From an optimization exercise on the open Yosys and OpenROAD flow, aimed at small area; shortcuts taken in it are not production practice. In this exercise RTL edits were held to simulation tests only and were not proved equivalent to the original. The flow treats the clock pin as an ideal source. Dropping or thinning the clock tree relies on that and would not hold on a real chip. No activity file was given, so power comes from the tool's default toggle rates.

==> flow/design.v <==
`timescale 1ns/1ps
`default_nettype none
module uart_dbg_top #(
  parameter int unsigned CLKS_PER_BIT = 16,
  parameter int unsigned MEM_AW       = 5
) (
  input  logic        clk,
  input  logic        rst_i,
  input  logic        uart_rx_i,
  output logic        uart_tx_o,
  output logic        exec_valid_o,
  output logic [63:0] exec_addr_o,
  input  logic        done_i,
  input  logic [31:0] exit_code_i
);
  logic [55:0] e_q;
  logic [3:0]  ph_q;
  logic        hp_q, hs_q;
  logic [2:0] sync_q;
  logic [7:0] rc_q;
  logic [7:0] rxs_q;
  logic       rx_s, fall, rx_idle, rx_tick, rx_valid, rx_shift;
  logic [3:0] rx_k;
  assign rx_s     = sync_q[1];
  assign fall     = sync_q[2] & ~sync_q[1];
  assign rx_idle  = (rc_q == 8'd0);
  assign rx_tick  = (rc_q[3:0] == 4'd8);
  assign rx_k     = rc_q[7:4];
  assign rx_valid = rx_tick && (rx_k == 4'd9) && rx_s;
  assign rx_shift = rx_tick && rx_k != 4'd0 && rx_k != 4'd9;
  always_ff @(posedge clk) begin
    if (rst_i) begin
      sync_q <= 3'b111;
      rc_q   <= 8'd0;
    end else begin
      sync_q <= {sync_q[1:0], uart_rx_i};
      if (rx_idle) begin
        rc_q <= {7'd0, fall};
      end else if (rx_tick && ((rx_k == 4'd0 && rx_s) || rx_k == 4'd9)) begin
        rc_q <= 8'd0;
      end else begin
        rc_q <= rc_q + 8'd1;
      end
    end
  end
  always_ff @(posedge clk) begin
    if (rx_shift || hs_q) begin
      rxs_q <= {rx_s, rxs_q[7:1]};
    end
  end
  logic [7:0] tc_q;
  logic       tx_idle, tx_valid, tx_accept, tx_shift;
  logic [3:0] tx_k;
  assign tx_idle   = tc_q[7] & tc_q[5];
  assign tx_k      = tc_q[7:4];
  assign tx_accept = tx_valid & tx_idle;
  always_ff @(posedge clk) begin
    if (rst_i) begin
      tc_q <= 8'd160;
    end else if (tx_accept) begin
      tc_q <= 8'd0;
    end else if (!tx_idle) begin
      tc_q <= tc_q + 8'd1;
    end
  end
  assign tx_shift  = (tc_q[3:0] == 4'd15) && (tx_k != 4'd0) && (!tx_k[3] || tx_k == 4'd8);
  assign uart_tx_o = (tx_k == 4'd0) ? 1'b0 : (tx_k[3] && tx_k != 4'd8) ? 1'b1 : e_q[0];
  logic [15:0] ring_q [16];
  logic        match, mem_wr;
  logic [4:0]  addr;
  logic [7:0]  ring_byte;
  assign addr      = e_q[36:32];
  assign match     = (ph_q == addr[4:1]);
  assign ring_byte = addr[0] ? ring_q[15][15:8] : ring_q[15][7:0];
  always_ff @(posedge clk) begin
    ph_q <= ph_q + 4'd1;
    for (int i = 1; i < 16; i++) ring_q[i] <= ring_q[i-1];
    if (mem_wr) begin
      ring_q[0] <= addr[0] ? {rxs_q, ring_q[15][7:0]} : {ring_q[15][15:8], rxs_q};
    end else begin
      ring_q[0] <= ring_q[15];
    end
  end
  typedef enum logic [2:0] {
    S_IDLE  = 3'b000,
    S_HDR   = 3'b001,
    S_WRITE = 3'b010,
    S_ACK   = 3'b100,
    S_RD    = 3'b101,
    S_EOT   = 3'b110,
    S_EOC   = 3'b111
  } state_e;
  state_e      state_q;
  logic [1:0]  cmd_q;
  logic [3:0]  cnt_q;
  logic [31:0] exit_q;
  logic        pend_q;
  logic        wpend_q;
  logic [15:0] len;
  logic        len_zero, len_one;
  logic        act_q, bw_q, len_ev, ph_last, is_hdr, op_edge, op_q;
  logic        is_cmd, hdr_shift, hdr_last, rd_cap;
  logic [7:0]  tx_byte;
  assign len      = e_q[55:40];
  assign len_zero = (len == 16'd0);
  assign len_one  = (len == 16'd1);
  assign is_cmd    = (rxs_q[7:2] == 6'b000100) && (rxs_q[1:0] != 2'b00);
  assign hdr_last  = (cnt_q == 4'd15);
  assign hdr_shift = (state_q == S_HDR) && rx_valid &&
                     ((cmd_q == 2'b11) ? !hdr_last : (cnt_q == 4'd0 || cnt_q == 4'd8 || cnt_q == 4'd9));
  assign mem_wr    = wpend_q && match;
  assign rd_cap    = (state_q == S_RD) && (tx_k == 4'd9) && match;
  assign tx_valid = state_q[2];
  always_comb begin
    tx_byte = 8'h06;
    if (state_q == S_EOT) tx_byte = 8'h04;
    if (state_q == S_EOC) begin
      if (!cnt_q[2]) begin
        tx_byte = 8'h14;
      end else begin
        case (cnt_q[1:0])
          2'd0:    tx_byte = exit_q[7:0];
          2'd1:    tx_byte = exit_q[15:8];
          2'd2:    tx_byte = exit_q[23:16];
          default: tx_byte = exit_q[31:24];
        endcase
      end
    end
  end
  always_ff @(posedge clk) begin
    if (rst_i) begin
      state_q <= S_IDLE;
      pend_q  <= 1'b0;
    end else begin
      if (done_i && state_q != S_EOC) begin
        exit_q <= exit_code_i;
        pend_q <= 1'b1;
      end
      case (state_q)
        S_IDLE: begin
          if (rx_valid) begin
            if (rxs_q == 8'h06) begin
              cmd_q   <= 2'b00;
              state_q <= S_ACK;
            end else if (is_cmd) begin
              cmd_q   <= rxs_q[1:0];
              cnt_q   <= {rxs_q[1] & rxs_q[0], 3'd0};
              state_q <= S_HDR;
            end
          end else if (pend_q) begin
            pend_q  <= 1'b0;
            cnt_q   <= 4'd11;
            state_q <= S_EOC;
          end
        end
        S_HDR: begin
          if (rx_valid) begin
            cnt_q <= cnt_q + 4'd1;
            if (hdr_last) state_q <= S_ACK;
          end
        end
        S_ACK: begin
          if (tx_accept) begin
            if (cmd_q[1] == cmd_q[0]) state_q <= S_IDLE;
            else if (len_zero)        state_q <= S_EOT;
            else if (cmd_q[1])        state_q <= S_WRITE;
            else                      state_q <= S_RD;
          end
        end
        S_WRITE: begin
          if (rx_valid && len_one) state_q <= S_EOT;
        end
        S_RD: begin
          if (tx_accept && len_one) state_q <= S_EOT;
        end
        S_EOT: begin
          if (tx_accept) state_q <= S_IDLE;
        end
        default: begin
          if (tx_accept) begin
            if (cnt_q == 4'd15) state_q <= S_IDLE;
            else                cnt_q   <= cnt_q + 4'd1;
          end
        end
      endcase
    end
  end
  always_ff @(posedge clk) begin
    if (mem_wr) begin
      wpend_q <= 1'b0;
    end else if (state_q == S_WRITE && rx_valid) begin
      wpend_q <= 1'b1;
    end
  end
  assign ph_last = (ph_q == 4'd15);
  assign len_ev  = (state_q == S_WRITE && rx_valid) || (state_q == S_RD && tx_accept);
  assign is_hdr  = (state_q == S_HDR);
  assign op_edge = is_hdr ? (ph_q[2:0] == 3'd7) : ph_last;
  assign hs_q    = op_q & is_hdr;
  assign act_q   = op_q & ~is_hdr;
  always_ff @(posedge clk) begin
    if (op_edge) op_q <= hp_q;
    if (hdr_shift || len_ev) hp_q <= 1'b1;
    else if (op_edge)        hp_q <= 1'b0;
    bw_q <= ph_last | (bw_q & ~e_q[40]);
  end
  always_ff @(posedge clk) begin
    if (hs_q || act_q) begin
      e_q[55]    <= act_q ? (e_q[40] ^ bw_q) : rxs_q[0];
      e_q[54:40] <= e_q[55:41];
    end
    if (hs_q) begin
      e_q[39:37] <= e_q[40:38];
      e_q[31:8]  <= e_q[32:9];
    end
    if (hs_q) begin
      e_q[36:32] <= e_q[37:33];
    end else if (mem_wr || (state_q == S_RD && tx_accept)) begin
      e_q[36:32] <= addr + 5'd1;
    end
    if (hs_q || tx_shift) begin
      e_q[7:0] <= e_q[8:1];
    end else if (rd_cap) begin
      e_q[7:0] <= ring_byte;
    end else if (tx_accept && state_q != S_RD) begin
      e_q[7:0] <= tx_byte;
    end
  end
  assign exec_valid_o = (state_q == S_ACK) && (cmd_q == 2'b11);
  assign exec_addr_o  = {rxs_q, e_q};
endmodule
`default_nettype wire
==> flow/config.mk <==
export PLATFORM = sky130hd
export DESIGN_NAME = uart_dbg_top
export DESIGN_NICKNAME = uart_dbg_top
export VERILOG_FILES = /design/flow/design.v
export SDC_FILE = /design/flow/constraint.sdc
export NUM_CORES = 4
export LEC_CHECK = 0
export CAP_MARGIN = 20
export CORE_MARGIN = 2
export CORE_UTILIZATION = 65
export SLEW_MARGIN = 20
==> flow/constraint.sdc <==
create_clock -name core_clock -period 10.0 [get_ports {clk}]
set_input_delay 2.0000 -clock core_clock [delete_from_list [all_inputs] [get_ports {clk}]]
set_output_delay 2.0000 -clock core_clock [all_outputs]
set_load 0.01 [all_outputs]
standard.sh (not shown) runs the stock make flow with config.mk's settings and CLKGATE_MAP_FILE= SYNTH_SCRIPT=/design/flow/synth_recipe.tcl, a recipe that flattens the netlist after the stock synthesis.
==> flow/flow/run.sh <==
#!/bin/bash
set -euo pipefail
bash standard.sh synth > synth.log 2>&1
export BUFFER_PORTS_ARGS="-buffer_cell sky130_fd_sc_hd__buf_1"
export CTS_ARGS="-sink_clustering_enable -repair_clock_nets -dont_use_dummy_load -buf_list {sky130_fd_sc_hd__clkbuf_8} -root_buf sky130_fd_sc_hd__clkbuf_8 -sink_clustering_size 20 -sink_clustering_max_diameter 60"
export POST_FLOORPLAN_TCL=$PWD/flow/rmp.tcl
export POST_CTS_TCL=$PWD/flow/ctsfix.tcl
mkdir -p orfs/objects/sky130hd/uart_dbg_top/base/rmp
bash standard.sh finish > finish.log 2>&1
Other scripts of this flow, unchanged in this note and not shown: flow/flow/ctsfix.tcl, flow/flow/rmp.tcl
==> next run, changes <==
--- a/flow/design.v
+++ b/flow/design.v
@@ -195,17 +195,18 @@
   assign ph_last = (ph_q == 4'd15);
   assign len_ev  = (state_q == S_WRITE && rx_valid) || (state_q == S_RD && tx_accept);
   assign is_hdr  = (state_q == S_HDR);
   assign op_edge = is_hdr ? (ph_q[2:0] == 3'd7) : ph_last;
   assign hs_q    = op_q & is_hdr;
   assign act_q   = op_q & ~is_hdr;
+  assign bw_q = hp_q;
   always_ff @(posedge clk) begin
     if (op_edge) op_q <= hp_q;
-    if (hdr_shift || len_ev) hp_q <= 1'b1;
-    else if (op_edge)        hp_q <= 1'b0;
-    bw_q <= ph_last | (bw_q & ~e_q[40]);
+    if (hdr_shift || len_ev)  hp_q <= 1'b1;
+    else if (is_hdr)          hp_q <= hp_q & ~op_edge;
+    else if (op_q)            hp_q <= hp_q & ~e_q[40];
   end
   always_ff @(posedge clk) begin
     if (hs_q || act_q) begin
       e_q[55]    <= act_q ? (e_q[40] ^ bw_q) : rxs_q[0];
       e_q[54:40] <= e_q[55:41];
     end
What happened:
- routed wire length came out lower by 6.7%
- count of clock-buffer cells in the layout came out lower by 1
- total power came out higher by 0.92%
- design area came out lower by 0.31%
- synthesized cell count came out lower by 0.86%

-- afterwards: timing with drivers on the ports --
The flow's constraints put no driver on any port. The routed layouts listed below were extracted and timed again, unchanged, in two steps.
Step 1 assumes that a clkbuf_16 drives the clock port and a buf_2 every other input.
Step 2, shift: input delay + t, output delay - t, t = (earliest + latest rising clock arrival at the registers) / 2. This alone moves slack from input paths to output paths.
Three values: ideal, step 1, step 2; two values: the first two.
run	t (ns)	setup slack, ns	hold slack, ns	worst register clock-pin slew, ns
the first run	0.571	6.053 / 6.015 / 6.520	0.307 / 0.307 / 0.307	0.12 / 0.12
the second run	0.597	6.260 / 6.219 / 6.327	0.314 / 0.314 / 0.314	0.11 / 0.11
After both steps setup and hold are still met in every run listed.
